Source: an optimization exercise on an open RTL-to-GDS flow (aim: small area, a short achievable clock period and few clock cycles per item). Production flows keep margins and buffers that such runs may drop. Only simulation tests tie the RTL to the original design; equivalence was not proved. Power is estimated from default activity; no workload was simulated.

**flow/flow/run.sh**
```bash
#!/bin/bash
set -euo pipefail
bash standard.sh SETUP_SLACK_MARGIN=6.5 finish > flow_make.log 2>&1
```
**flow/standard.sh**
```bash
#!/bin/bash
# synth_recipe.tcl (not shown) runs the flow's synth.tcl, then flattens the netlist and writes it again
# the make line also repeats each setting of config.mk as NAME=value (left out here)
make -C /OpenROAD-flow-scripts/flow DESIGN_CONFIG=/design/flow/config.mk WORK_HOME=/design/flow/orfs CLKGATE_MAP_FILE= SYNTH_SCRIPT=/design/flow/synth_recipe.tcl "${@:-finish}"
```
**flow/constraint.sdc**
```tcl
create_clock -name core_clock -period 10.0 [get_ports {clk}]
set_input_delay 2.0000 -clock core_clock [delete_from_list [all_inputs] [get_ports {clk}]]
set_output_delay 2.0000 -clock core_clock [all_outputs]
set_load 0.01 [all_outputs]
```
**flow/config.mk**
```make
export PLATFORM = sky130hd
export DESIGN_NAME = sliding_window_event_rate
export DESIGN_NICKNAME = sliding_window_event_rate
export VERILOG_FILES = /design/flow/design.v
export SDC_FILE = /design/flow/constraint.sdc
export NUM_CORES = 4
export LEC_CHECK = 0
export CAP_MARGIN = 20
export CORE_MARGIN = 2
export CORE_UTILIZATION = 60
export CTS_CLUSTER_DIAMETER = 100
export CTS_CLUSTER_SIZE = 24
export SLEW_MARGIN = 20
```
**flow/design.v**
```verilog
package swer_pkg;
  localparam int NOW_W    = 32;
  localparam int ADD_W    = 16;
  localparam int CFG_W    = 7;
  localparam int BUCKET_W = 24;
  localparam int TOTAL_W  = 30;
  localparam logic [CFG_W-1:0]    CFG_RESET  = 7'd60;
  localparam logic [BUCKET_W-1:0] BUCKET_MAX = 24'hFF_FFFF;
  localparam logic [TOTAL_W-1:0]  TOTAL_MAX  = 30'h3FFF_FFFF;
endpackage
module swer_ram #(
  parameter int WIDTH = 24,
  parameter int DEPTH = 64
) (
  input  logic                     clk,
  input  logic                     wr_en,
  input  logic                     wr_all,
  input  logic                     wr_wrap,
  input  logic [$clog2(DEPTH)-1:0] wr_lo,
  input  logic [$clog2(DEPTH)-1:0] wr_hi,
  input  logic [WIDTH-1:0]         wr_data,
  input  logic [$clog2(DEPTH)-1:0] rd_addr,
  output logic [WIDTH-1:0]         rd_data
);
  localparam int AW = $clog2(DEPTH);
  logic [WIDTH-1:0] mem [DEPTH];
  always_ff @(posedge clk) begin
    for (int j = 0; j < DEPTH; j++) begin
      if (wr_en && (wr_all ||
                    (wr_wrap ? (AW'(j) >= wr_lo || AW'(j) <= wr_hi)
                             : (AW'(j) >= wr_lo && AW'(j) <= wr_hi)))) begin
        mem[j] <= wr_data;
      end
    end
  end
  assign rd_data = mem[rd_addr];
endmodule
module sliding_window_event_rate #(
  parameter int MAX_WINDOW = 64
) (
  input  logic                            clk,
  input  logic                            rst_n,
  input  logic                            cfg_valid,
  output logic                            cfg_ready,
  input  logic [swer_pkg::CFG_W-1:0]      cfg_window_seconds,
  input  logic                            in_valid,
  output logic                            in_ready,
  input  logic [swer_pkg::NOW_W-1:0]      in_now_seconds,
  input  logic [swer_pkg::ADD_W-1:0]      in_add_count,
  output logic                            out_valid,
  input  logic                            out_ready,
  output logic [swer_pkg::TOTAL_W-1:0]    out_window_total
);
  localparam int AW = $clog2(MAX_WINDOW);
  localparam int WW = $clog2(MAX_WINDOW + 1);
  localparam int TW = swer_pkg::TOTAL_W;
  localparam int BW = swer_pkg::BUCKET_W;
  localparam int NW = swer_pkg::NOW_W;
  localparam int DW = swer_pkg::ADD_W;
  logic          go;             
  logic          go_f;           
  logic          split;          
  logic          in_rdy_r, cfg_rdy_r, cfg_mode_r;
  logic          in_fire, cfg_fire;
  logic [WW-1:0] w_r;            
  logic [7:0]    nw_r;           
  logic [WW-1:0] w_cfg;
  logic          tbig_r;         
  logic          v0, v1, v2, v3;
  logic          ov_r, sk_v;
  logic [TW-1:0] ov_tot, sk_tot;
  assign in_fire  = in_valid && in_rdy_r;
  assign cfg_fire = cfg_valid && cfg_rdy_r;
  assign go       = !sk_v;
  assign go_f     = go && !split;
  assign in_ready         = in_rdy_r;
  assign cfg_ready        = cfg_rdy_r;
  assign out_valid        = ov_r;
  assign out_window_total = ov_tot;
  always_comb begin
    if (cfg_window_seconds == '0) begin
      w_cfg = WW'(1);
    end else if (32'(cfg_window_seconds) > 32'(MAX_WINDOW)) begin
      w_cfg = WW'(MAX_WINDOW);
    end else begin
      w_cfg = WW'(cfg_window_seconds);
    end
  end
  logic [NW-1:0] now0;
  logic [DW-1:0] add0;
  always_ff @(posedge clk) begin
    if (go_f) begin
      now0 <= in_now_seconds;
      add0 <= in_add_count;
    end
  end
  logic [NW-1:0] last_r;
  logic [NW-1:0] delta;
  logic          later;
  logic          gt1, big1;
  logic [WW-1:0] dlo1;
  logic [DW-1:0] add1;
  assign later = now0 > last_r;
  assign delta = now0 - last_r;
  always_ff @(posedge clk) begin
    if (!rst_n) begin
      last_r <= '0;
    end else if (go_f && v0 && later) begin
      last_r <= now0;
    end
    if (go_f) begin
      gt1  <= later;
      big1 <= |delta[NW-1:WW];
      dlo1 <= delta[WW-1:0];
      add1 <= add0;
    end else if (go && split) begin
      dlo1 <= dlo1 - WW'(1);
    end
  end
  logic [AW-1:0] slot_r, slot1_r;
  logic          full_s, step_s;
  logic [7:0]    sum_c, sum_n;
  logic [8:0]    sub_c, sub_n;
  logic [AW-1:0] slot_k, rd_k, rd_u;
  logic [WW-1:0] slot1_p;
  logic          gt2, full2, wrap2, out2;
  logic [AW-1:0] lo2, hi2, rd2;
  logic [DW-1:0] add2;
  assign full_s  = gt1 && (big1 || dlo1 >= w_r);
  assign step_s  = gt1 && !full_s;
  assign split   = v1 && step_s && tbig_r && dlo1 > WW'(1);
  assign sum_c   = 8'(slot_r) + 8'(dlo1);
  assign sum_n   = 8'(slot1_r) + 8'(dlo1);
  assign sub_c   = 9'(slot_r) + 9'(dlo1) + 9'(nw_r);
  assign sub_n   = 9'(slot1_r) + 9'(dlo1) + 9'(nw_r);
  assign slot_k  = sub_c[8] ? AW'(sub_c) : AW'(sum_c);
  assign rd_k    = sub_n[8] ? AW'(sub_n) : AW'(sum_n);
  assign slot1_p = WW'(slot1_r) + WW'(1);
  assign rd_u    = (slot1_p == w_r) ? AW'(0) : AW'(slot1_p);
  always_ff @(posedge clk) begin
    if (!rst_n) begin
      slot_r  <= '0;
      slot1_r <= AW'(1);
    end else if (cfg_fire) begin
      slot_r  <= '0;
      slot1_r <= (w_cfg == WW'(1)) ? AW'(0) : AW'(1);
    end else if (go && split) begin
      slot_r  <= slot1_r;
      slot1_r <= rd_u;
    end else if (go && v1 && step_s) begin
      slot_r  <= slot_k;
      slot1_r <= rd_k;
    end
    if (!rst_n || cfg_fire) begin
      gt2   <= 1'b1;
      full2 <= 1'b1;
      out2  <= 1'b0;
      add2  <= '0;
    end else if (go) begin
      gt2   <= gt1;
      full2 <= full_s && !split;
      out2  <= !split;
      lo2   <= slot1_r;
      hi2   <= split ? slot1_r : slot_k;
      wrap2 <= !split && sub_c[8] && slot1_r != '0;
      rd2   <= split ? rd_u : (step_s ? rd_k : slot1_r);
      add2  <= split ? '0 : add1;
    end
  end
  logic [BW-1:0] acc_r;           
  logic [BW-1:0] asat_r;          
  logic [BW-1:0] bkt_r;           
  logic [BW-1:0] ring_rd;
  logic [DW:0]   lsum;
  logic          bsat;
  logic [DW-1:0] amt;
  logic          full3, out3;
  logic [BW-1:0] old3;
  logic [DW-1:0] amt3;
  swer_ram #(
    .WIDTH (BW),
    .DEPTH (MAX_WINDOW)
  ) u_ring (
    .clk     (clk),
    .wr_en   (go && v2 && gt2),
    .wr_all  (full2),
    .wr_wrap (wrap2),
    .wr_lo   (lo2),
    .wr_hi   (hi2),
    .wr_data (acc_r),
    .rd_addr (rd2),
    .rd_data (ring_rd)
  );
  assign lsum = (DW+1)'(bkt_r[DW-1:0]) + (DW+1)'(add2);
  assign bsat = !gt2 && lsum[DW] && (&bkt_r[BW-1:DW]);
  assign amt  = bsat ? ~bkt_r[DW-1:0] : add2;
  always_ff @(posedge clk) begin
    if (!rst_n) begin
      acc_r <= '0;
    end else if (go && v2) begin
      acc_r <= bsat ? asat_r : acc_r + BW'(add2);
    end
    if (go && v2 && gt2) begin
      asat_r <= acc_r - BW'(1);
    end
    if (go && v2) begin
      if (gt2)       bkt_r <= BW'(add2);
      else if (bsat) bkt_r <= swer_pkg::BUCKET_MAX;
      else           bkt_r <= {bkt_r[BW-1:DW] + (BW-DW)'(lsum[DW]), lsum[DW-1:0]};
    end
    if (go) begin
      full3 <= full2;
      out3  <= out2;
      old3  <= full2 ? acc_r : ring_rd;
      amt3  <= amt;
    end
  end
  logic [BW-1:0] oldl_r;          
  logic [TW-1:0] u_r;
  logic          bwrap;
  logic [BW:0]   ulo;
  logic [TW-BW-1:0] uhi;
  logic          v4, out4;
  function automatic logic less(input logic [BW-1:0] a, input logic [BW-1:0] b);
    logic [31:0] l, e;
    l = '0;
    e = '1;
    for (int i = 0; i < BW; i++) begin
      l[i] = !a[i] && b[i];
      e[i] = a[i] == b[i];
    end
    for (int n = 16; n >= 1; n = n / 2) begin
      for (int i = 0; i < n; i++) begin
        l[i] = l[2*i+1] || (e[2*i+1] && l[2*i]);
        e[i] = e[2*i+1] && e[2*i];
      end
    end
    less = l[0];
  endfunction
  function automatic logic [TW-BW-1:0] incr(input logic [TW-BW-1:0] x);
    logic c;
    c = 1'b1;
    for (int i = 0; i < TW - BW; i++) begin
      incr[i] = x[i] ^ c;
      c       = c && x[i];
    end
  endfunction
  function automatic logic [TW-BW-1:0] decr(input logic [TW-BW-1:0] x);
    logic c;
    c = 1'b1;
    for (int i = 0; i < TW - BW; i++) begin
      decr[i] = x[i] ^ c;
      c       = c && !x[i];
    end
  endfunction
  assign bwrap = less(old3, oldl_r);
  assign ulo   = (BW+1)'(full3 ? old3 : u_r[BW-1:0]) + (BW+1)'(amt3);
  always_comb begin
    if (full3)                  uhi = (TW-BW)'(ulo[BW]);
    else if (ulo[BW] && !bwrap) uhi = incr(u_r[TW-1:BW]);
    else if (!ulo[BW] && bwrap) uhi = decr(u_r[TW-1:BW]);
    else                        uhi = u_r[TW-1:BW];
  end
  always_ff @(posedge clk) begin
    if (!rst_n) begin
      u_r    <= '0;
      oldl_r <= '0;
    end else if (go && v3) begin
      u_r    <= {uhi, ulo[BW-1:0]};
      oldl_r <= old3;
    end
    if (go) begin
      out4 <= v3 && out3;
    end
  end
  logic [TW-1:0] tot5;
  logic          take, arrive, tbig_nx;
  assign tot5    = u_r - TW'(oldl_r);
  assign tbig_nx = (|tot5[TW-1:BW]) || (&tot5[BW-1:BW-6]);
  assign take    = ov_r && out_ready;
  assign arrive  = go && v4 && out4;
  always_ff @(posedge clk) begin
    tbig_r <= tbig_nx;
  end
  always_ff @(posedge clk) begin
    if (!rst_n) begin
      ov_r <= 1'b0;
      sk_v <= 1'b0;
    end else begin
      if (!ov_r || take) begin
        if (sk_v) begin
          ov_r <= 1'b1;
          sk_v <= 1'b0;
        end else begin
          ov_r <= arrive;
        end
      end else if (arrive) begin
        sk_v <= 1'b1;
      end
    end
    if (!ov_r || take) begin
      ov_tot <= sk_v ? sk_tot : tot5;
    end
    if (go) begin
      sk_tot <= tot5;
    end
  end
  logic v0_nx, v1_nx, v2_nx, go_nx, mode_nx;
  assign v0_nx   = go_f ? in_fire : v0;
  assign v1_nx   = go_f ? v0 : v1;
  assign v2_nx   = go ? v1 : v2;
  assign go_nx   = !(ov_r && !take && (sk_v || arrive));
  assign mode_nx = (cfg_mode_r || cfg_valid) && !cfg_fire;
  always_ff @(posedge clk) begin
    if (!rst_n) begin
      v0         <= 1'b0;
      v1         <= 1'b0;
      v2         <= 1'b1;
      v3         <= 1'b0;
      v4         <= 1'b0;
      in_rdy_r   <= 1'b0;
      cfg_rdy_r  <= 1'b0;
      cfg_mode_r <= 1'b0;
      w_r        <= WW'(swer_pkg::CFG_RESET);
      nw_r       <= 8'(256 - 32'(swer_pkg::CFG_RESET));
    end else begin
      v0         <= v0_nx;
      v1         <= v1_nx;
      if (cfg_fire) begin
        v2 <= 1'b1;
      end else if (go) begin
        v2 <= v1;
      end
      if (go) begin
        v3 <= v2;
        v4 <= v3;
      end
      cfg_mode_r <= mode_nx;
      cfg_rdy_r  <= mode_nx && !v0_nx && !v1_nx && (!v2_nx || go_nx);
      in_rdy_r   <= !mode_nx && go_nx && (!tbig_nx || (!v0_nx && !v1_nx));
      if (cfg_fire) begin
        w_r  <= w_cfg;
        nw_r <= 8'(0) - 8'(w_cfg);
      end
    end
  end
endmodule
```
==> results of run 1 <==
==> final timing paths <==
| kind | startpoint | to |
|---|---|---|
| min | add0[11] | add1[11] |
| max reg2reg | rd2[2] | old3[16] |
| min reg2reg | add0[11] | add1[11] |
| max | rd2[2] | old3[16] |
==> worst max-delay path: stages, from the launching register on <==
cell,delay (ns)
edfxtp_1,0.58
nor2b_1,0.53
nand2_2,0.28
nor2_4,0.50
buf_4,0.47
a22oi_1,0.16
nand4_1,0.14
or4_1,0.21
o22ai_1,0.12
o21ai_1,0.43
==> final cells by class <==
| class | instances | area [um2] |
|---|---|---|
| sequential | 1945 | 56500 |
| fill | 9483 | 43400 |
| multi-input combinational | 3373 | 24200 |
| timing repair buffer | 399 | 3870 |
| clock buffer | 118 | 2380 |
| tap | 1768 | 2210 |
| inverter | 159 | 604 |
| clock inverter | 10 | 176 |
| antenna | 5 | 12.5 |
| timing repair inverter | 1 | 5.00 |
==> routing by layer <==
layer	part of all wire [%]	wire (um)
met1	35	103000
met2	42	123000
met3	17	50100
met4	5.8	16900
met5	0.036	105
==> power by group <==
part           switching [uW]  internal (uW)  total [uW]  leakage (uW)
Clock                    2530           1710        4240       0.00123
Combinational            1980            780        2760        0.0109
Sequential                371          10100       10500        0.0195
==> cell usage in the layout, fill, tap and decap left out, types with 28 or more instances in the layout <==
cell type / count
a21o_1: 51
a21oi_1: 299
a21oi_4: 40
a221oi_1: 54
a22o_1: 55
a22oi_1: 651
and3_1: 39
buf_4: 208
buf_6: 58
clkbuf_16: 91
clkdlybuf4s50_1: 58
dfxtp_1: 169
dlygate4sd2_1: 32
edfxtp_1: 1749
ha_1: 153
inv_1: 154
mux2i_1: 53
nand2_1: 322
nand2b_1: 31
nand3_1: 101
nand4_1: 177
nor2_1: 255
nor2_4: 92
nor3_1: 50
o211ai_1: 28
o21ai_0: 224
or4_1: 52
xnor2_1: 72
xor2_1: 54
==> per-stage QoR <==
stage / util [%] / cells / hold WS, ns / setup slack [ns] / cell area (um2)
5_1_grt: 67.5 / 7773 / 0.417 / 6.36 / 89900
4_1_cts: 66.8 / 7716 / 0.415 / 6.46 / 89000
3_5_place_dp: 63.8 / 7507 / 0.405 / 5.30 / 85000
6_report: 67.5 / 7778 / 0.420 / 6.32 / 89900
2_1_floorplan: - / 5775 / 0.400 / 6.46 / 80700
3_3_place_gp: 63.8 / 7507 / 0.404 / 5.36 / 85000
==> timing repair <==
item	CTS	global route
hold endpoints to repair	0	0
buffers inserted	75	56
gates resized for setup	165	114
gates cloned	6	0
pin swaps	24	37
setup endpoints to repair	1750	1073
==> cells in the mapped netlist (55+ instances only) <==
cell type and number:
edfxtp_1 1749, a22oi_1 652, nor2_1 354, a21oi_1 343, nand2_1 340, clkbuf_1 259, o21ai_0 232, dfxtp_1 196
nand4_1 177, ha_1 167, inv_1 157, nand3_1 107, xnor2_1 72, mux2i_1 58, a221oi_1 56, a22o_1 55
==> registers in the layout, indices dropped and copies added (netlist names), 30 cells and up <==
register    count
now0           32
u_ring.mem   1536
ov_tot         30
u_r            30
last_r         32
sk_tot         30
==> cell families after synthesis <==
family	Yosys count
buffers and inverters	460
AOI/OAI and AO/OA	1660
adders and majority gates	213
and+or+nand+nor	1290
muxes	80
xor gates and xnor gates	127
DFF	1945
==> impl_results.md, run 1 <==
- Antenna-violating nets left: 0
- Die width: 370 um
- Main flop type after synthesis: edfxtp_1
- HPWL Detailed: around 160000 um
- CTS clk-pin slew, worst paths: approximately 0.1 ns
- Fin crit period: approximately 3.7 ns
- Avg Vias per Cell: 7.31
- Max-cap check violation count: 0
- Worst-Skew Late Latency: between 0.7 and 0.8 ns
- Pleak: approximately 0.032 uW
- Initial Util: 60.4%
- FF-to-FF setup slack: about 6.3 ns
- Synth Area in Simple Gates: between 7 and 8%
- Initial antenna violation count: 10
- Yosys reg bits: slightly below 2000
- Synthesized net count: around 6000
- Hold Path Class: flop to flop
- Setup CP Type: flop to flop
- Core ar.: roughly 130000 um2
- Area leader, netlist: edfxtp_1
- Power per Cell Area: between 150 and 200 nW/um2
- Initial DRT Pass Iterations: 6
- Routed wire length: around 290000 um
- M3 GR Usage: roughly 14%
- First-pass GRT wire length: ~400000 um
- Total Die Area: 137000 um2
- Setup TNS: 0 ns
- Die H: between 300 and 400 um
- Syn-to-layout area delta: 11.7%
- Vias after detailed routing: about 57000
- # DRC: 0
- Compound-Gate Fraction of Synth Area: 14.0%
- Std-Cell Rows: 134
- Run status: timing/DRC/antenna clean
- Multiplexer area fraction after synthesis: between 1 and 1.5%
- Fmax achieved: about 0.27 GHz
- Post-synth top area share: between 60% and 70%
- Num ports: 93
- Clock Tree Buf Depth: 3
- Clock Skew: 0.0628 ns
- Synth Area in Adders: between 3 and 4%
- Worst Hold Depth: 0
- Via count of the first global-routing pass: about 50000
- Gr ovfl total: 0
- Yosys warns: 3
- Post-synth EDFFs: between 1500 and 2000
- Routability cong.: ~0.94
- Root Driver: clkbuf_16
- Fin. Hold Viols: 0
- Port bufs: roughly 90
- Fraction of registers with async set/reset: 0%
- Most used routing layer: met2
- GR Util All Layers: between 40% and 50%
- Max-slew headroom: 33.7%
- Routed WL per cell: ~38 um
- Synth Cell Area: about 81000 um2
- Peak supply drop: approximately 150 uV
- Fraction of layout cells with a size suffix above 1: 12.4%
- RSZ-0062 raised after global routing: true
- Max Slew Vio Count: 0
- Combinational family with the most area after synthesis: compound AO/OA/AOI/OAI gates
- Final nets: about 6200
- Worst Max-Slew Pin Slew: between 0.9 and 1 ns
- Post-Synthesis Cells: just under 6000
- CTS tree: built
- Synth top area cells: edfxtp_1, a22oi_1, dfxtp_1, ha_1, a21oi_1
- Reg2reg path depth: 9
- Critical Path Fanout Max: 15
- H-tree levels: 3
- Number of hold buffers added after cts: 0
- Drt initial violations: 11200
- CTS sink count: 1945
- Post-synthesis xor/xnor area fraction: ~1.4%
- Avg Inst Size Synth: between 10 and 15 um2
- CP Data Arrival Time: between 4 and 5 ns
- Period utilisation layout: between 30% and 40%
- Met2 GRT Util: approximately three fifths
- GRT met1 Usage: around three fifths
- CP Data Required Time: 10.50 ns
- CP endpoint kind: flop
- Sequential-to-total area share from yosys stat: a little over two thirds
- Total Power: around 17000 uW
- Largest net degree at the start of global routing: 78
- Final setup violation count: 0
- CP Launch Type: flop
- Num CTS Buffers: 91
- Unique cell type count in the Yosys netlist: a little over 90
Testbench counts, summed over its fixed seeds: cycles 9,712, items 9,600.
==> run 2, diff against run 1 <==
--- a/flow/design.v
+++ b/flow/design.v
@@ -19,7 +19,8 @@
   input  logic [$clog2(DEPTH)-1:0] wr_lo,
   input  logic [$clog2(DEPTH)-1:0] wr_hi,
   input  logic [WIDTH-1:0]         wr_data,
-  input  logic [$clog2(DEPTH)-1:0] rd_addr,
+  input  logic [(1<<($clog2(DEPTH)/2))-1:0] rd_lo_oh,
+  input  logic [(1<<($clog2(DEPTH)-$clog2(DEPTH)/2))-1:0] rd_hi_oh,
   output logic [WIDTH-1:0]         rd_data
 );
   localparam int AW = $clog2(DEPTH);
@@ -33,7 +34,13 @@
       end
     end
   end
-  assign rd_data = mem[rd_addr];
+  localparam int LB = AW / 2;
+  always_comb begin
+    rd_data = '0;
+    for (int j = 0; j < DEPTH; j++) begin
+      if (rd_hi_oh[j >> LB] && rd_lo_oh[j % (1 << LB)]) rd_data = rd_data | mem[j];
+    end
+  end
 endmodule
 module sliding_window_event_rate #(
   parameter int MAX_WINDOW = 64
@@ -65,6 +72,7 @@
   logic [WW-1:0] w_r;            
   logic [7:0]    nw_r;           
   logic [WW-1:0] w_cfg;
+  logic          tbig1_r;        
   logic          tbig_r;         
   logic          v0, v1, v2, v3;
   logic          ov_r, sk_v;
@@ -124,7 +132,10 @@
   logic [AW-1:0] slot_k, rd_k, rd_u;
   logic [WW-1:0] slot1_p;
   logic          gt2, full2, wrap2, out2;
-  logic [AW-1:0] lo2, hi2, rd2;
+  localparam int LB = AW / 2;
+  logic [AW-1:0] lo2, hi2, rd_s;
+  logic [(1<<LB)-1:0]      rdl2;    
+  logic [(1<<(AW-LB))-1:0] rdh2;
   logic [DW-1:0] add2;
   assign full_s  = gt1 && (big1 || dlo1 >= w_r);
   assign step_s  = gt1 && !full_s;
@@ -137,6 +148,7 @@
   assign rd_k    = sub_n[8] ? AW'(sub_n) : AW'(sum_n);
   assign slot1_p = WW'(slot1_r) + WW'(1);
   assign rd_u    = (slot1_p == w_r) ? AW'(0) : AW'(slot1_p);
+  assign rd_s = split ? rd_u : (step_s ? rd_k : slot1_r);
   always_ff @(posedge clk) begin
     if (!rst_n) begin
       slot_r  <= '0;
@@ -163,7 +175,8 @@
       lo2   <= slot1_r;
       hi2   <= split ? slot1_r : slot_k;
       wrap2 <= !split && sub_c[8] && slot1_r != '0;
-      rd2   <= split ? rd_u : (step_s ? rd_k : slot1_r);
+      rdl2  <= (1<<LB)'(1) << rd_s[LB-1:0];
+      rdh2  <= (1<<(AW-LB))'(1) << rd_s[AW-1:LB];
       add2  <= split ? '0 : add1;
     end
   end
@@ -188,7 +201,8 @@
     .wr_lo   (lo2),
     .wr_hi   (hi2),
     .wr_data (acc_r),
-    .rd_addr (rd2),
+    .rd_lo_oh (rdl2),
+    .rd_hi_oh (rdh2),
     .rd_data (ring_rd)
   );
   assign lsum = (DW+1)'(bkt_r[DW-1:0]) + (DW+1)'(add2);
@@ -218,7 +232,7 @@
   logic [BW-1:0] oldl_r;          
   logic [TW-1:0] u_r;
   logic          bwrap;
-  logic [BW:0]   ulo;
+  logic [BW:0]   ulo, ulo_u, ulo_f;
   logic [TW-BW-1:0] uhi;
   logic          v4, out4;
   function automatic logic less(input logic [BW-1:0] a, input logic [BW-1:0] b);
@@ -254,7 +268,9 @@
     end
   endfunction
   assign bwrap = less(old3, oldl_r);
-  assign ulo   = (BW+1)'(full3 ? old3 : u_r[BW-1:0]) + (BW+1)'(amt3);
+  assign ulo_u = (BW+1)'(u_r[BW-1:0]) + (BW+1)'(amt3);
+  assign ulo_f = (BW+1)'(old3) + (BW+1)'(amt3);
+  assign ulo   = full3 ? ulo_f : ulo_u;
   always_comb begin
     if (full3)                  uhi = (TW-BW)'(ulo[BW]);
     else if (ulo[BW] && !bwrap) uhi = incr(u_r[TW-1:BW]);
@@ -276,11 +292,12 @@
   logic [TW-1:0] tot5;
   logic          take, arrive, tbig_nx;
   assign tot5    = u_r - TW'(oldl_r);
-  assign tbig_nx = (|tot5[TW-1:BW]) || (&tot5[BW-1:BW-6]);
+  assign tbig_nx = (|tot5[TW-1:BW]) || (&tot5[BW-1:BW-5]);
   assign take    = ov_r && out_ready;
   assign arrive  = go && v4 && out4;
   always_ff @(posedge clk) begin
-    tbig_r <= tbig_nx;
+    tbig1_r <= tbig_nx;
+    tbig_r  <= tbig1_r;
   end
   always_ff @(posedge clk) begin
     if (!rst_n) begin
@@ -337,7 +354,7 @@
       end
       cfg_mode_r <= mode_nx;
       cfg_rdy_r  <= mode_nx && !v0_nx && !v1_nx && (!v2_nx || go_nx);
-      in_rdy_r   <= !mode_nx && go_nx && (!tbig_nx || (!v0_nx && !v1_nx));
+      in_rdy_r   <= !mode_nx && go_nx && (!tbig1_r || (!v0_nx && !v1_nx));
       if (cfg_fire) begin
         w_r  <= w_cfg;
         nw_r <= 8'(0) - 8'(w_cfg);
==> flow/flow/run.sh (replaced) <==
#!/bin/bash
set -euo pipefail
bash standard.sh SETUP_SLACK_MARGIN=6.8 finish > flow_make.log 2>&1
--- a/flow/config.mk
+++ b/flow/config.mk
@@ -9,5 +9,5 @@
 export CORE_MARGIN = 2
 export CORE_UTILIZATION = 60
 export CTS_CLUSTER_DIAMETER = 100
-export CTS_CLUSTER_SIZE = 24
+export CTS_CLUSTER_SIZE = 20
 export SLEW_MARGIN = 20
==> run 2 against run 1 <==
- cell count barely moved
- die area rose by 0.60%
- largest power group unchanged
- synthesized cell count fell by 0.38%
- area after synthesis rose by 0.60%
- still clean on timing, DRC and antenna
- combinational power rose by about 20%
- sequential power barely moved
- worst hold slack got worse by 0.0019 ns
- sequential cell count rose by 11
- first-iteration DRC count barely moved
==> impl_results.md, run 2 <==
- Root Driver: clkbuf_16 (unchanged)
- Yosys warns: 3 (unchanged)
- # DRC: 0 (unchanged)
- First-pass GRT wire length: 408000 um (was 399000 um)
- Pre-CTS setup slack: 5.38 ns (was 5.30 ns)
- Pleak: 0.0321 uW (was 0.0316 uW)
- Number of hold buffers added after cts: 0 (unchanged)
- Fmax achieved: 0.279 GHz (was 0.271 GHz)
- Total Die Area: 138000 um2 (was 137000 um2)
- Antenna-violating nets left: 0 (unchanged)
- Max-slew headroom: 25.9% (was 33.7%)
- Hold Path Class: flop to flop (unchanged)
- Filler cells: 9141 (was 9483)
- Synth Area in Simple Gates: 7.36% (was 7.80%)
- Total Power: 18500 uW (was 17500 uW)
- Max Slew Vio Count: 0 (unchanged)
- Clock Tree Buf Depth: 3 (unchanged)
- Run status: timing/DRC/antenna clean (unchanged)
- Main flop type after synthesis: edfxtp_1 (unchanged)
- Commonest non-fill, non-tap cell in the layout: edfxtp_1 (unchanged)
- Most flops, register: u_ring.mem (unchanged)
- Fin. Hold Viols: 0 (unchanged)
- Area leader, netlist: edfxtp_1 (unchanged)
- Post-synth top area share: 65.2% (about the same)
- Initial DRT Pass Iterations: 9 (was 6)
- Clock Skew: 0.0676 ns (was 0.0628 ns)
- Worst Hold Depth: 0 (unchanged)
- Post-Synthesis Cells: 5753 (was 5775)
- Clk pwr share: 25.0% (was 24.3%)
- Drt initial violations: 11200 (about the same)
- Final nets: 6218 (unchanged)
- Period utilisation layout: 35.8% (was 36.8%)
- Power per Cell Area: 200 nW/um2 (was 194 nW/um2)
- Routed wire length: 302000 um (was 293000 um)
- Core ar.: 134000 um2 (was 133000 um2)
- Post-synth EDFFs: 1759 (was 1749)
- Largest net degree at the start of global routing: 75 (was 78)
- Seq pwr share: 57.1% (was 59.9%)
- Via count of the first global-routing pass: 52100 (was 51500)
- Synthesized net count: 6001 (was 6023)
- Fraction of registers with async set/reset: 0% (unchanged)
- Worst Max-Slew Pin Slew: 1.11 ns (was 0.995 ns)
- Synth top area cells: edfxtp_1, dfxtp_1, a22oi_1, ha_1, a21oi_1 (was edfxtp_1, a22oi_1, dfxtp_1, ha_1, a21oi_1)
- CTS sink count: 1956 (was 1945)
- Multi-input gate area: 24900 um2 (was 24200 um2)
- Post-synthesis xor/xnor area fraction: 1.47% (was 1.39%)
- Cell Int Power: 13100 uW (was 12600 uW)
- Net Switching: 5320 uW (was 4880 uW)
- Critical Path Fanout Max: 4 (was 15)
- Fin crit period: 3.58 ns (was 3.68 ns)
- Worst-Skew Late Latency: 0.82 ns (was 0.77 ns)
- Max FFs per register: 1536 (unchanged)
- H-tree levels: 3 (unchanged)
- Reg-to-Reg End: u_r[29] (was old3[16])
- Design Area, Final: 92200 um2 (was 89900 um2)
- Fraction of layout cells with a size suffix above 1: 16.9% (was 12.4%)
- Std-Cell Rows: 134 (unchanged)
- Yosys reg bits: 1956 (was 1945)
- Die H: 371 um (was 370 um)
- FF-to-FF setup slack: 6.42 ns (was 6.32 ns)
- Initial antenna violation count: 11 (was 10)
- Final hold slack: 0.418 ns (was 0.420 ns)
- Hold Path Sink: add1[6] (was add1[11])
- Most frequent cells in the layout: edfxtp_1, a22oi_1, nand2_1 (unchanged)
- Final setup margin: 6.42 ns (was 6.32 ns)
- Compound-Gate Fraction of Synth Area: 14.2% (was 14.0%)
- Setup TNS: 0 ns (unchanged)
- Combinational family with the most area after synthesis: compound AO/OA/AOI/OAI gates (unchanged)
- Worst R2R Start: full3 (was rd2[2])
- CP Launch Type: flop (unchanged)
- Num CTS Buffers: 107 (was 91)
- Count leader, synth: edfxtp_1 (unchanged)
- Avg Inst Size Synth: 14.1 um2 (was 13.9 um2)
- CTS tree: built (unchanged)
- Syn-to-layout area delta: 13.8% (was 11.7%)
- CP Data Arrival Time: 4.27 ns (was 4.19 ns)
- Die width: 371 um (was 370 um)
- Sequential-to-total area share from yosys stat: 70.1% (about the same)
- Port bufs: 92 (unchanged)
- CP Data Required Time: 10.69 ns (was 10.50 ns)
- Storage cell area: 56800 um2 (was 56500 um2)
- Final setup violation count: 0 (unchanged)
- Max-cap check violation count: 0 (unchanged)
- Gr ovfl total: 0 (unchanged)
- Initial Util: 60.5% (was 60.4%)
- CP endpoint kind: flop (unchanged)
- Logic gate share of total power: 17.9% (was 15.8%)
- Vias after detailed routing: 57500 (was 56900)
- Reg2reg path depth: 17 (was 9)
- Synth Cell Area: 81000 um2 (was 80500 um2)
- GR Util All Layers: 43.0% (was 42.2%)
- CTS clk-pin slew, worst paths: 0.09 ns (was 0.10 ns)
- Net Sw Frac: 28.8% (was 28.0%)
- Routed WL per cell: 38.8 um (was 37.6 um)
- Peak supply drop: 188 uV (was 151 uV)
- Routability cong.: 0.936 (was 0.940)
- Worst Min Path Start: add0[6] (was add0[11])
- Setup CP Type: flop to flop (unchanged)
- Avg Vias per Cell: 7.40 (was 7.31)
- HPWL Detailed: 168000 um (was 162000 um)
- Multiplexer area fraction after synthesis: 0.981% (was 1.03%)
- Unique cell type count in the Yosys netlist: 91 (was 93)
- Most frequent cells after synthesis: edfxtp_1, a22oi_1, a21oi_1 (was edfxtp_1, a22oi_1, nor2_1)
- Num ports: 93 (unchanged)
- Top flop regs: u_ring.mem: 1536 flops, last_r: 32 flops, now0: 32 flops (unchanged)
- Post-DP Area: 85100 um2 (was 85000 um2)
- RSZ-0062 raised after global routing: true (unchanged)
- Synth Area in Adders: 3.37% (was 3.43%)
run 2: worst max-delay path by stage:
| stage | start | end |
|---|---|---|
| after floorplan | full3 | u_r[29] |
| after global placement | sk_v | u_ring.mem[53][1] |
| after detailed placement | sk_v | u_ring.mem[53][5] |
| after CTS | full3 | u_r[29] |
| after global routing | full3 | u_r[29] |
| final | full3 | u_r[29] |
run 2: final cells by class:
class / count / area share [%]
clock buffer: 136 / 3.08
multi-input combinational: 3261 / 27.0
timing repair inverter: 1 / 0.00543
clock inverter: 5 / 0.163
antenna: 10 / 0.0271
timing repair buffer: 457 / 4.87
sequential: 1956 / 61.7
tap: 1768 / 2.40
inverter: 186 / 0.794
run 2: per-stage QoR:
step	instances	utilization (%)
floorplan	5753	-
CTS	7681	67.5
finish	7780	68.9
global placement	7439	63.6
global route	7770	68.9
detailed placement	7441	63.6
run 2: repair_timing:
action / in CTS / in global routing
buffers inserted: 92 / 85
endpoints found under the setup margin: 1897 / 1037
gates resized for setup: 419 / 257
cloned: 7 / 4
pin swaps: 81 / 103
run 2: power by group through the flow:
stage	logic, uW	clock network [uW]	registers, uW
final	3320	4620	10500
after global routing	3400	4870	10600
after CTS	3030	4590	10500
after detailed placement	2830	0	10700
after global placement	2800	0	10700
after floorplan	1450	0	10700
run 2: worst max-delay path, cell delays in order (launching register included):
cell and delay [ns]:
edfxtp_1 0.41, buf_6 0.15, buf_16 0.12, nand2_4 0.04
o21ai_2 0.06, ha_2 0.20, inv_2 0.04, fa_2 0.34
nand2b_4 0.16, a21oi_4 0.14, o211ai_1 0.11, buf_4 0.16
a2111o_1 0.43, a21oi_2 0.20, xnor2_2 0.08, a21o_2 0.25
or4_1 0.50, a21oi_1 0.13
run 2: per-layer routing:
layer	part of all wire [%]	vias up	track usage, %
li1	-	23000	-
met1	35	28400	59.8
met2	42	5180	61.5
met3	17	955	14.7
met4	5.9	16	19.6
met5	0.039	-	0
run 2: cell families (layout without fill, tap and decap cells):
kind of cell / count (synthesis) / count (layout)
AND/OR/NAND/NOR: 1210 / 1214
other: 0 / 10
AO/OA/AOI/OAI: 1626 / 1627
flip-flops: 1956 / 1956
multiplexers: 76 / 76
XOR/XNOR: 134 / 134
adder cells (fa/ha/maj): 210 / 210
buffers and inverters: 541 / 785
Testbench counts of run 2, summed over its fixed seeds: cycles 9,712, items 9,600.
==> run 3, diff against run 2 <==
--- a/flow/design.v
+++ b/flow/design.v
@@ -267,9 +267,26 @@
       c       = c && !x[i];
     end
   endfunction
+  function automatic logic [BW:0] kadd(input logic [BW-1:0] a, input logic [BW-1:0] b);
+    logic [BW-1:0] p, gg, pp, g2, p2;
+    p  = a ^ b;
+    gg = a & b;
+    pp = p;
+    for (int d = 1; d < BW; d = d * 2) begin
+      g2 = gg;
+      p2 = pp;
+      for (int i = d; i < BW; i++) begin
+        g2[i] = gg[i] | (pp[i] & gg[i-d]);
+        p2[i] = pp[i] & pp[i-d];
+      end
+      gg = g2;
+      pp = p2;
+    end
+    kadd = {gg[BW-1], p ^ {gg[BW-2:0], 1'b0}};
+  endfunction
   assign bwrap = less(old3, oldl_r);
-  assign ulo_u = (BW+1)'(u_r[BW-1:0]) + (BW+1)'(amt3);
-  assign ulo_f = (BW+1)'(old3) + (BW+1)'(amt3);
+  assign ulo_u = kadd(u_r[BW-1:0], BW'(amt3));
+  assign ulo_f = kadd(old3, BW'(amt3));
   assign ulo   = full3 ? ulo_f : ulo_u;
   always_comb begin
     if (full3)                  uhi = (TW-BW)'(ulo[BW]);
==> flow/flow/run.sh (replaced) <==
#!/bin/bash
set -euo pipefail
bash standard.sh SETUP_SLACK_MARGIN=7.0 finish > flow_make.log 2>&1
==> run 3 against run 2 <==
- clock skew is 0.0099 ns higher
- via count is 2.9% higher
- sequential cell count stayed put
- wire length is 4.7% higher
- worst hold slack better by 0.0064 ns
==> impl_results.md, run 3 <==
- Run status: timing/DRC/antenna clean (unchanged)
- Post-DP Area: 85500 um2 (was 85100 um2)
- Fmax achieved: 0.291 GHz (was 0.279 GHz)
- Most frequent cells after synthesis: edfxtp_1, a22oi_1, clkbuf_1 (was edfxtp_1, a22oi_1, a21oi_1)
- CTS tree: built (unchanged)
- Commonest non-fill, non-tap cell in the layout: edfxtp_1 (unchanged)
- Most frequent cells in the layout: edfxtp_1, a22oi_1, buf_4 (was edfxtp_1, a22oi_1, nand2_1)
- Power per Cell Area: 197 nW/um2 (was 200 nW/um2)
- Net Sw Frac: 29.3% (was 28.8%)
- Setup TNS: 0 ns (unchanged)
- Std-Cell Rows: 135 (was 134)
- Final setup violation count: 0 (unchanged)
- Drt initial violations: 11300 (was 11200)
- Finished Layout Cells: 7981 (was 7780)
- Fin crit period: 3.44 ns (was 3.58 ns)
- Pleak: 0.0340 uW (was 0.0321 uW)
- Count leader, synth: edfxtp_1 (unchanged)
- Die width: 372 um (was 371 um)
- Worst Max-Slew Pin Slew: 1.04 ns (was 1.11 ns)
- Largest net degree at the start of global routing: 80 (was 75)
- Gr ovfl total: 0 (unchanged)
- Max Slew Vio Count: 0 (unchanged)
- Cells after DPL: 7500 (was 7441)
- Main flop type after synthesis: edfxtp_1 (unchanged)
- Slowest cell on crit path: fa_1 (was or4_1)
- H-tree levels: 3 (unchanged)
- Fraction of layout cells with a size suffix above 1: 21.5% (was 16.9%)
- Routed wire length: 316000 um (was 302000 um)
- Final hold slack: 0.425 ns (was 0.418 ns)
- Hold Path Class: flop to flop (unchanged)
- Antenna-violating nets left: 0 (unchanged)
- Avg Inst Size Synth: 14.1 um2 (about the same)
- Post-synth EDFFs: 1759 (unchanged)
- Vias after detailed routing: 59200 (was 57500)
- Peak supply drop: 209 uV (was 188 uV)
- Cell Int Power: 13300 uW (was 13100 uW)
- Routability cong.: 0.939 (was 0.936)
- Num CTS Buffers: 108 (was 107)
- Number of hold buffers added after cts: 0 (unchanged)
- Initial antenna violation count: 4 (was 11)
- Total Die Area: 138000 um2 (about the same)
- Die H: 372 um (was 371 um)
- Synth top area cells: edfxtp_1, dfxtp_1, a22oi_1, ha_1, a21oi_1 (unchanged)
- Clock Tree Buf Depth: 3 (unchanged)
- Area leader, netlist: edfxtp_1 (unchanged)
- Fraction of registers with async set/reset: 0% (unchanged)
- Yosys warns: 3 (unchanged)
- Avg Vias per Cell: 7.42 (was 7.40)
- Final setup margin: 6.56 ns (was 6.42 ns)
- Design Area, Final: 95800 um2 (was 92200 um2)
- Final nets: 6421 (was 6218)
- Core ar.: 135000 um2 (was 134000 um2)
- Period utilisation layout: 34.4% (was 35.8%)
- Net Switching: 5520 uW (was 5320 uW)
- Yosys reg bits: 1956 (unchanged)
- First-pass GRT wire length: 422000 um (was 408000 um)
- Setup CP Type: flop to flop (unchanged)
- Unique cell type count in the Yosys netlist: 84 (was 91)
- Post-Synthesis Cells: 5781 (was 5753)
- GR Util All Layers: 44.5% (was 43.0%)
- RSZ-0062 raised after global routing: true (unchanged)
- Max FFs per register: 1536 (unchanged)
- CP Data Required Time: 10.59 ns (was 10.69 ns)
- CTS clk-pin slew, worst paths: 0.10 ns (was 0.09 ns)
- Num ports: 93 (unchanged)
- Most flops, register: u_ring.mem (unchanged)
- Clock Skew: 0.0776 ns (was 0.0676 ns)
- Initial Util: 60.2% (was 60.5%)
- Pre-CTS setup slack: 5.60 ns (was 5.38 ns)
- CP Data Arrival Time: 4.03 ns (was 4.27 ns)
- Synthesized net count: 6046 (was 6001)
- Max-slew headroom: 31.0% (was 25.9%)
- Port bufs: 92 (unchanged)
- CTS sink count: 1956 (unchanged)
- Clk pwr share: 24.8% (was 25.0%)
- Routed WL per cell: 39.5 um (was 38.8 um)
- Logic gate share of total power: 19.0% (was 17.9%)
- Synth Cell Area: 81200 um2 (was 81000 um2)
- Critical Path Fanout Max: 5 (was 4)
- Via count of the first global-routing pass: 53200 (was 52100)
- Root Driver: clkbuf_16 (unchanged)
- Post-synth top area share: 65.0% (was 65.2%)
- Fin. Hold Viols: 0 (unchanged)
- Top flop regs: u_ring.mem: 1536 flops, last_r: 32 flops, now0: 32 flops (unchanged)
- Top delay family on crit path: compound AO/OA/AOI/OAI gates (unchanged)
- Max incr delay on CP: 0.46 ns (was 0.50 ns)
- Sequential-to-total area share from yosys stat: 69.9% (was 70.1%)
- # DRC: 0 (unchanged)
- Syn-to-layout area delta: 17.9% (was 13.8%)
- CP Launch Type: flop (unchanged)
- Initial DRT Pass Iterations: 7 (was 9)
- Max-cap check violation count: 0 (unchanged)
- Worst-Skew Late Latency: 0.82 ns (about the same)
- Cell breakdown of the critical path: buf_6, fa_1, ha_1, a21o_1, a21oi_2, o21bai_1, a21oi_2, o21ai_4, buf_6, mux2i_4, o211ai_1, o21ai_2, buf_4, nor3_2 (was buf_6, buf_16, nand2_4, o21ai_2, ha_2, inv_2, fa_2, nand2b_4, a21oi_4, o211ai_1, buf_4, a2111o_1, a21oi_2, xnor2_2, a21o_2, or4_1, a21oi_1)
- Seq pwr share: 56.2% (was 57.1%)
- HPWL Detailed: 168000 um (about the same)
- CP endpoint kind: flop (unchanged)
- Crit path buf inv count: 3 (was 4)
## run 3: cell types whose count changed in the layout (fill, tap and decap cells not counted), sizes merged, moves of 10 or more
cell | previous run | this run
nand3 | 129 | 141
nor2b | 30 | 20
a21oi | 342 | 327
a22oi | 393 | 372
nand2 | 322 | 298
xor2 | 43 | 53
or3 | 14 | 29
nor2 | 253 | 293
buf | 394 | 539
mux2 | 27 | 13
ha | 167 | 183
o211ai | 31 | 20
inv | 179 | 195
## run 3: cell type report
cell class              count  area (um2)
clock inverters            11         188
clock buffers             140        2830
well taps                1781        2230
inverters                 193         743
flip-flops and latches   1956       56900
repair inverters            1        5.00
fillers                  8956       39200
diodes                      3        7.51
multi-input cells        3287       26300
repair buffers            609        6640
## run 3: kinds of logic (layout without fill, tap and decap cells)
group / count (synthesis) / after routing / share of synthesized area [%]
buffers and inverters: 542 / 954 / 2.51
adder cells (fa/ha/maj): 236 / 236 / 3.74
flip-flops: 1956 / 1956 / 69.9
XOR/XNOR: 147 / 147 / 1.58
AND/OR/NAND/NOR: 1224 / 1226 / 7.32
multiplexers: 67 / 67 / 0.846
AO/OA/AOI/OAI: 1609 / 1611 / 14.1
other: 0 / 3 / 0
## run 3: what timing repair did
item	4_1_cts	5_1_grt
gates cloned	15	9
buffers inserted	162	141
pin swaps	162	239
resized for setup	667	486
endpoints found under the setup margin	1937	793
## run 3: worst paths after layout
path / slack, ns / to / depth (start not counted) / start
max: 6.56 / rdh2[3] / 14 / dlo1[2]
min: 0.42 / add1[1] / 0 / add0[1]
max reg2reg: 6.56 / rdh2[3] / 14 / dlo1[2]
min reg2reg: 0.42 / add1[1] / 0 / add0[1]
## run 3: worst reg2reg max path, cell delays in order, from the launching register on
cell,delay [ns]
edfxtp_1,0.43
buf_6,0.15
fa_1,0.46
ha_1,0.30
a21o_1,0.19
a21oi_2,0.18
o21bai_1,0.11
a21oi_2,0.19
o21ai_4,0.11
buf_6,0.16
mux2i_4,0.19
o211ai_1,0.25
o21ai_2,0.17
buf_4,0.18
nor3_2,0.20
## run 3: routing by layer
layer,wire length (um),GRT usage (%),vias up,part of all wire (%)
met4,22500,24.2,2,7.1
met1,108000,60.7,29000,34
met3,53700,15.0,1223,17
li1,-,-,23400,-
met2,132000,63.3,5570,42
met5,13,0,-,0.0041
## run 3: power groups by stage
stage / clock (uW) / sequential [uW] / combinational (uW)
5_1_grt: 4910 / 10700 / 3650
3_3_place_gp: 0 / 10800 / 2880
2_1_floorplan: 0 / 10700 / 1470
3_5_place_dp: 0 / 10800 / 2910
6_report: 4660 / 10600 / 3580
4_1_cts: 4630 / 10600 / 3200
## run 3: through the flow
step                      total power [uW]  utilization, %
after floorplan                      12200               -
after global placement               13600            63.4
after detailed placement             13700            63.4
after CTS                            18400            68.4
after global routing                 19200            71.0
final                                18800            71.0
Testbench counts of run 3, summed over its fixed seeds: cycles 9,712, items 9,600.
==> run 4, diff against run 3 <==
==> flow/flow/run.sh (replaced) <==
#!/bin/bash
set -euo pipefail
bash standard.sh SETUP_SLACK_MARGIN=7.5 finish > flow_make.log 2>&1
==> run 4 against run 3 <==
- still clean
- clock-buffer cell count is 4 higher
- worst hold slack got worse by 0.014 ns
- total power grew 3.7%
- wire length grew 10%
- area after synthesis did not move
- worst setup slack improved by 0.13 ns
- sequential power is essentially flat
- largest cell class unchanged
- largest power group unchanged
- highest routed layer unchanged
==> impl_results.md, run 4 <==
- RSZ-0062 raised after global routing: true (unchanged)
- CP endpoint kind: flop (unchanged)
- Die width: 372 um (unchanged)
- Max-cap check violation count: 0 (unchanged)
- Post-synth top area share: 65.0% (unchanged)
- Syn-to-layout area delta: 26.5% (was 17.9%)
- Synthesized net count: 6046 (unchanged)
- Run status: timing/DRC/antenna clean (unchanged)
- CP Launch Type: flop (unchanged)
- Avg Inst Size Synth: 14.1 um2 (unchanged)
- H-tree levels: 3 (unchanged)
- Fraction of registers with async set/reset: 0% (unchanged)
- Port bufs: 92 (unchanged)
- Most frequent cells in the layout: edfxtp_1, buf_4, a22oi_1 (was edfxtp_1, a22oi_1, buf_4)
- Setup CP Type: flop to flop (unchanged)
- Count leader, synth: edfxtp_1 (unchanged)
- Pleak: 0.0372 uW (was 0.0340 uW)
- Max incr delay on CP: 0.38 ns (was 0.46 ns)
- Initial antenna violation count: 26 (was 4)
- Post-synth EDFFs: 1759 (unchanged)
- Worst Max-Slew Pin Slew: 0.826 ns (was 1.04 ns)
- Routability cong.: 0.908 (was 0.939)
- Routed WL per cell: 41.5 um (was 39.5 um)
- Max FFs per register: 1536 (unchanged)
- Top flop regs: u_ring.mem: 1536 flops, last_r: 32 flops, now0: 32 flops (unchanged)
- Yosys warns: 3 (unchanged)
- Die H: 372 um (unchanged)
- Crit path buf inv count: 1 (was 3)
- Largest net degree at the start of global routing: 103 (was 80)
- HPWL Detailed: 163000 um (was 168000 um)
- Fmax achieved: 0.302 GHz (was 0.291 GHz)
- Fraction of layout cells with a size suffix above 1: 29.2% (was 21.5%)
- Peak supply drop: 205 uV (was 209 uV)
- Unique cell type count in the Yosys netlist: 84 (unchanged)
- Synth top area cells: edfxtp_1, dfxtp_1, a22oi_1, ha_1, a21oi_1 (unchanged)
- CP Data Required Time: 10.52 ns (was 10.59 ns)
- Sequential-to-total area share from yosys stat: 69.9% (unchanged)
- Synth Cell Area: 81200 um2 (unchanged)
- Most frequent cells after synthesis: edfxtp_1, a22oi_1, clkbuf_1 (unchanged)
- Hold Path Class: flop to flop (unchanged)
- Total Power: 19500 uW (was 18800 uW)
- Crit path from: u_r[1] (was dlo1[2])
- Clock Skew: 0.0625 ns (was 0.0776 ns)
- Main flop type after synthesis: edfxtp_1 (unchanged)
- Worst-Skew Late Latency: 0.82 ns (about the same)
- Commonest non-fill, non-tap cell in the layout: edfxtp_1 (unchanged)
- Cell breakdown of the critical path: ha_4, nor2b_4, o31a_1, o311a_1, o311a_4, a311oi_4, buf_6, o31ai_4, a21oi_2, nand4_1, xnor2_2, mux2_4 (was buf_6, fa_1, ha_1, a21o_1, a21oi_2, o21bai_1, a21oi_2, o21ai_4, buf_6, mux2i_4, o211ai_1, o21ai_2, buf_4, nor3_2)
- CTS tree: built (unchanged)
- Initial DRT Pass Iterations: 13 (was 7)
- Via count of the first global-routing pass: 56000 (was 53200)
- Worst Min Path Start: add0[2] (was add0[1])
- CTS clk-pin slew, worst paths: 0.10 ns (about the same)
- Most flops, register: u_ring.mem (unchanged)
- Avg Vias per Cell: 7.62 (was 7.42)
- Period utilisation layout: 33.1% (was 34.4%)
- Gr ovfl total: 0 (unchanged)
- Setup TNS: 0 ns (unchanged)
- Num CTS Buffers: 107 (was 108)
- Final setup violation count: 0 (unchanged)
- Fin. Hold Viols: 0 (unchanged)
- Final nets: 6786 (was 6421)
- Antenna-violating nets left: 0 (unchanged)
- Fin crit period: 3.31 ns (was 3.44 ns)
- Number of hold buffers added after cts: 0 (unchanged)
- Slowest cell on crit path: dfxtp_2 (was fa_1)
- Worst R2R Start: u_r[1] (was dlo1[2])
- GR Util All Layers: 48.2% (was 44.5%)
- # DRC: 0 (unchanged)
- Clock Tree Buf Depth: 3 (unchanged)
- Post-Synthesis Cells: 5781 (unchanged)
- Yosys reg bits: 1956 (unchanged)
- Power per Cell Area: 190 nW/um2 (was 197 nW/um2)
- CTS sink count: 1956 (unchanged)
- Area leader, netlist: edfxtp_1 (unchanged)
- Top delay family on crit path: compound AO/OA/AOI/OAI gates (unchanged)
- Std-Cell Rows: 135 (unchanged)
- First-pass GRT wire length: 451000 um (was 422000 um)
- Num ports: 93 (unchanged)
- Critical Path Fanout Max: 3 (was 5)
- Routed wire length: 348000 um (was 316000 um)
- Root Driver: clkbuf_16 (unchanged)
- Max Slew Vio Count: 0 (unchanged)
- Core ar.: 135000 um2 (unchanged)
- CP Data Arrival Time: 3.83 ns (was 4.03 ns)
- Initial Util: 60.2% (unchanged)
- Total Die Area: 138000 um2 (unchanged)
- Vias after detailed routing: 63800 (was 59200)
- Drt initial violations: 13200 (was 11300)
- Max-slew headroom: 44.9% (was 31.0%)
[run 4: changes by cell type in the layout (fill, tap and decap cells not counted), moves of 15 or more]
| cell | previous run | this run |
|---|---|---|
| a21oi_2 | 29 | 97 |
| and2_4 | 41 | 56 |
| a22oi_1 | 341 | 303 |
| o21ai_1 | 13 | 49 |
| diode_2 | 3 | 27 |
| buf_8 | 27 | 45 |
| o21ai_0 | 141 | 96 |
| a22oi_2 | 31 | 69 |
| buf_4 | 286 | 419 |
| bufbuf_16 | 4 | 23 |
| buf_12 | 54 | 162 |
| a21oi_1 | 261 | 187 |
| buf_16 | 21 | 51 |
| buf_6 | 122 | 166 |
[run 4: per-stage QoR]
step	std cells	setup WS (ns)	hold WS, ns	instance area (um2)	util (%)
after floorplan	5781	6.75	0.331	83300	-
after global placement	7483	4.69	0.403	86100	63.8
after detailed placement	7483	4.59	0.405	86100	63.8
after CTS	8127	6.64	0.413	98700	73.1
after global routing	8346	6.56	0.418	103000	76.1
final	8370	6.69	0.410	103000	76.2
[run 4: path summary, 6_finish.rpt]
path,to,slack [ns],depth (start not counted)
worst min-delay path,add1[2],0.41,0
worst max-delay path,ov_tot[29],6.69,12
worst min register to register,add1[2],0.41,0
worst max register to register,ov_tot[29],6.69,12
[run 4: layout make-up]
type / instances / area (um2)
timing repair inverter: 1 / 5.00
inverter: 193 / 757
antenna: 27 / 67.6
clock buffer: 144 / 2840
timing repair buffer: 974 / 12300
clock inverter: 6 / 144
tap: 1781 / 2230
multi-input combinational: 3288 / 27600
fill: 8046 / 32200
sequential: 1956 / 56900
[run 4: timing repair]
item / CTS / global route
gates cloned: 56 / 19
endpoints found under the setup margin: 2031 / 1444
buffers inserted: 438 / 197
pin swaps: 288 / 221
gates resized for setup: 1147 / 429
[run 4: logic make-up (layout without fill, tap and decap cells)]
family,after synthesis,count (layout),share of synthesized area (%)
XOR/XNOR,147,147,1.58
flip-flops,1956,1956,69.9
adder cells (fa/ha/maj),236,236,3.74
buffers and inverters,542,1318,2.51
AND/OR/NAND/NOR,1224,1229,7.32
multiplexers,67,67,0.846
AO/OA/AOI/OAI,1609,1609,14.1
other,0,27,0
[run 4: where the power goes]
part	total, uW	leakage (uW)	switching, uW	internal [uW]
sequential	10600	0.0195	449	10200
clock	4650	0.00143	2660	1990
combinational	4250	0.0163	2740	1510
total	19500	0.0372	5850	13700
[run 4: metal layers]
layer  global-route usage, %  share of wire, %
met1                    62.1                33
met4                    28.7               8.3
met5                    1.19              0.15
met3                    22.8                19
met2                    66.0                40
[run 4: worst reg2reg max path: stages (launching register included)]
cell	delay, ns
dfxtp_2	0.38
ha_4	0.21
nor2b_4	0.12
o31a_1	0.30
o311a_1	0.33
o311a_4	0.34
a311oi_4	0.27
buf_6	0.17
o31ai_4	0.07
a21oi_2	0.21
nand4_1	0.17
xnor2_2	0.22
mux2_4	0.29
==> run 5, diff against run 4 <==
==> flow/flow/run.sh (replaced) <==
#!/bin/bash
set -euo pipefail
bash standard.sh SETUP_SLACK_MARGIN=6.3 finish > flow_make.log 2>&1
==> run 5 against run 4 <==
- via count decreased by 11%
- non-clock buffer count decreased by 669
- clock-buffer cell count unchanged
- design area decreased by 14%
- fmax decreased by 13%
- register-to-register slack got worse by 0.51 ns
- core utilization decreased by 10 points
- sequential share of layout area increased by 8.6 points
- wire length decreased by 14%
- combinational power decreased by 27%
==> impl_results.md, run 5 <==
- Run status: timing/DRC/antenna clean (unchanged)
- Worst R2R Start: rdh2[6] (was u_r[1])
- Post-synth top area share: 65.0% (unchanged)
- Yosys reg bits: 1956 (unchanged)
- CTS clk-pin slew, worst paths: 0.09 ns (was 0.10 ns)
- Final hold slack: 0.416 ns (was 0.410 ns)
- Most used routing layer: met2 (unchanged)
- GRT met1 Usage: 58.9% (was 62.1%)
- CP endpoint kind: flop (unchanged)
- Avg Inst Size Synth: 14.1 um2 (unchanged)
- Main flop type after synthesis: edfxtp_1 (unchanged)
- Initial antenna violation count: 5 (was 26)
- Fin crit period: 3.82 ns (was 3.31 ns)
- CP Launch Type: flop (unchanged)
- Fin. Hold Viols: 0 (unchanged)
- Avg Vias per Cell: 7.39 (was 7.62)
- Largest net degree at the start of global routing: 72 (was 103)
- Setup CP Type: flop to flop (unchanged)
- Syn-to-layout area delta: 9.36% (was 26.5%)
- Die H: 372 um (unchanged)
- Num CTS Buffers: 108 (was 107)
- CP Data Arrival Time: 4.26 ns (was 3.83 ns)
- Synth Area in Simple Gates: 7.32% (unchanged)
- Num ports: 93 (unchanged)
- Most frequent cells after synthesis: edfxtp_1, a22oi_1, clkbuf_1 (unchanged)
- Worst Max-Slew Pin Slew: 1.17 ns (was 0.826 ns)
- Post-synth EDFFs: 1759 (unchanged)
- Count leader, synth: edfxtp_1 (unchanged)
- RSZ-0062 raised after global routing: true (unchanged)
- Combinational family with the most area after synthesis: compound AO/OA/AOI/OAI gates (unchanged)
- Post-Synthesis Cells: 5781 (unchanged)
- FF-to-FF setup slack: 6.18 ns (was 6.69 ns)
- Fmax achieved: 0.262 GHz (was 0.302 GHz)
- Power per Cell Area: 206 nW/um2 (was 190 nW/um2)
- Multiplexer area fraction after synthesis: 0.846% (unchanged)
- Synth Cell Area: 81200 um2 (unchanged)
- Design Area, Final: 88800 um2 (was 103000 um2)
- Via count of the first global-routing pass: 51400 (was 56000)
- Final setup violation count: 0 (unchanged)
- Most frequent cells in the layout: edfxtp_1, a22oi_1, nand2_1 (was edfxtp_1, buf_4, a22oi_1)
- Synthesized net count: 6046 (unchanged)
- # DRC: 0 (unchanged)
- Fraction of layout cells with a size suffix above 1: 9.79% (was 29.2%)
- Synth Area in Adders: 3.74% (unchanged)
- Yosys warns: 3 (unchanged)
- Worst Min Path Start: add0[0] (was add0[2])
- Area leader, netlist: edfxtp_1 (unchanged)
- HPWL Detailed: 165000 um (was 163000 um)
- CTS tree: built (unchanged)
- Pleak: 0.0313 uW (was 0.0372 uW)
- Port bufs: 92 (unchanged)
- Final nets: 6113 (was 6786)
- Routed WL per cell: 38.7 um (was 41.5 um)
- Fraction of registers with async set/reset: 0% (unchanged)
- Critical Path Fanout Max: 18 (was 3)
- Root Driver: clkbuf_16 (unchanged)
- Initial Util: 60.2% (unchanged)
- Total Die Area: 138000 um2 (unchanged)
- GR Util All Layers: 42.4% (was 48.2%)
- Clock Tree Buf Depth: 3 (unchanged)
- CTS sink count: 1956 (unchanged)
- CP Data Required Time: 10.44 ns (was 10.52 ns)
- Vias after detailed routing: 56700 (was 63800)
- Final core occ: 65.8% (was 76.2%)
- Worst Hold Depth: 0 (unchanged)
- Top flop regs: u_ring.mem: 1536 flops, last_r: 32 flops, now0: 32 flops (unchanged)
- Max Slew Vio Count: 0 (unchanged)
- Peak supply drop: 176 uV (was 205 uV)
- Max FFs per register: 1536 (unchanged)
- Post-synthesis xor/xnor area fraction: 1.58% (unchanged)
- Compound-Gate Fraction of Synth Area: 14.1% (unchanged)
- Reg2reg path depth: 8 (was 12)
- Post-DP Area: 85300 um2 (was 86100 um2)
- Initial DRT Pass Iterations: 7 (was 13)
- Core ar.: 135000 um2 (unchanged)
- Sequential-to-total area share from yosys stat: 69.9% (unchanged)
- Hold Path Sink: add1[0] (was add1[2])
- Met2 GRT Util: 60.5% (was 66.0%)
- Worst-Skew Late Latency: 0.78 ns (was 0.82 ns)
- First-pass GRT wire length: 402000 um (was 451000 um)
- Routability cong.: 0.926 (was 0.908)
- Clock Skew: 0.0361 ns (was 0.0625 ns)
- Drt initial violations: 11700 (was 13200)
- Most flops, register: u_ring.mem (unchanged)
- Gr ovfl total: 0 (unchanged)
- Reg-to-Reg End: old3[5] (was ov_tot[29])
- Hold Path Class: flop to flop (unchanged)
- Synth top area cells: edfxtp_1, dfxtp_1, a22oi_1, ha_1, a21oi_1 (unchanged)
- Antenna-violating nets left: 0 (unchanged)
- Std-Cell Rows: 135 (unchanged)
- Routed wire length: 297000 um (was 348000 um)
- Number of hold buffers added after cts: 0 (unchanged)
- H-tree levels: 3 (unchanged)
- Unique cell type count in the Yosys netlist: 84 (unchanged)
- M3 GR Usage: 13.3% (was 22.8%)
- Max-cap check violation count: 0 (unchanged)
- Die width: 372 um (unchanged)
- Setup TNS: 0 ns (unchanged)
- Commonest non-fill, non-tap cell in the layout: edfxtp_1 (unchanged)
- Max-slew headroom: 21.6% (was 44.9%)
- Period utilisation layout: 38.2% (was 33.1%)
==> run 5: cell counts after synthesis <==
No cell type changed its count.
==> run 5: critical path, cell delays in order, from the launching register on <==
cell,delay [ns]
edfxtp_1,0.55
and2_2,0.42
buf_4,0.41
a221oi_1,0.33
nand3_1,0.13
nor4_1,0.34
nand4_1,0.16
nor3_1,0.96
a21oi_1,0.17
==> run 5: area by class of cell <==
class	count	area, um2
Inverter	193	731
Sequential cell	1956	56800
Multi-Input combinational cell	3284	23400
Timing Repair Buffer	305	2620
Clock buffer	144	2860
Tap cell	1781	2230
Clock inverter	9	168
Antenna cell	5	12.5
Fill cell	9770	46100
==> run 5: cell families (layout without fill, tap and decap cells) <==
logic type,after synthesis,count (layout)
buf+inv,542,651
fa+ha+maj,236,236
simple gates,1224,1225
mux,67,67
compound gates,1609,1609
flops,1956,1956
xor+xnor,147,147
other cells,0,5
==> run 5: repair_timing <==
item,CTS,global route
setup endpoints to repair,1738,695
resized for setup,41,44
buffers inserted,4,18
cloned,1,0
endpoints found under the hold margin,0,0
pin swaps,2,8
==> run 5: worst max path at each step <==
stage                         endpoint     start  slack [ns]
floorplan                    acc_r[22]  acc_r[0]        6.31
CTS                            tbig1_r    u_r[0]        6.30
finish                         old3[5]   rdh2[6]        6.18
global placement    u_ring.mem[44][21]      sk_v        5.04
global route                      big1  now0[10]        6.16
detailed placement  u_ring.mem[44][21]      sk_v        4.98
==> run 5: per-layer routing <==
layer / up-vias / routed length (um)
li1: 22800 / -
met1: 28000 / 106000
met2: 4941 / 125000
met3: 1017 / 47400
met4: 8 / 19300
met5: - / 54
==> run 5: power breakdown <==
group          internal, uW  switching (uW)  leakage (uW)
Combinational           879            2230        0.0104
Sequential            10200             391        0.0195
Clock                  2040            2630       0.00146
==> run 5: metrics by stage <==
step           setup WS (ns)  std cells  total power [uW]
3_3_place_gp            5.04       7496             13600
3_5_place_dp            4.98       7496             13700
2_1_floorplan           6.31       5781             12100
4_1_cts                 6.30       7654             18100
5_1_grt                 6.16       7672             18800
6_report                6.18       7677             18300

separate check: timing with driven ports:
How much do the figures lean on ideal ports? The routed layouts below were timed once more, with nothing changed but the port constraints. Step 1 (the two cells are an assumption about what drives the block):
set clk [get_ports {clk}]
set_driving_cell -lib_cell sky130_fd_sc_hd__clkbuf_16 $clk
set_driving_cell -lib_cell sky130_fd_sc_hd__buf_2 [delete_from_list [all_inputs] $clk]
Step 2 moves the port delays by t, midway between the first and last clock arrival at a register: inputs arrive t later, outputs are due t later. That takes back most of the time a late clock gives input paths. Three values: no drivers, after step 1, after step 2; two values: the first two.
run | t, ns | setup WS [ns] | worst setup path at the end | slew at the worst register clock pin (ns) | cell pins on the clock port's net
run 1 | 0.823 | 6.316 / 6.316 / 5.885 | input to register | 0.11 / 0.11 | 1
run 2 | 0.865 | 6.420 / 6.420 / 6.026 | input to register | 0.10 / 0.10 | 1
run 3 | 0.855 | 6.560 / 6.560 / 6.236 | input to register | 0.10 / 0.10 | 1
run 4 | 0.867 | 6.690 / 6.637 / 6.573 | input to register | 0.10 / 0.10 | 1
run 5 | 0.843 | 6.179 / 6.179 / 5.733 | input to register | 0.09 / 0.09 | 1
After both steps setup and hold are still met in every run listed. The setup slack of run 5, which loses most, moves by 0.000 ns with the drivers and by -0.446 ns with both steps.
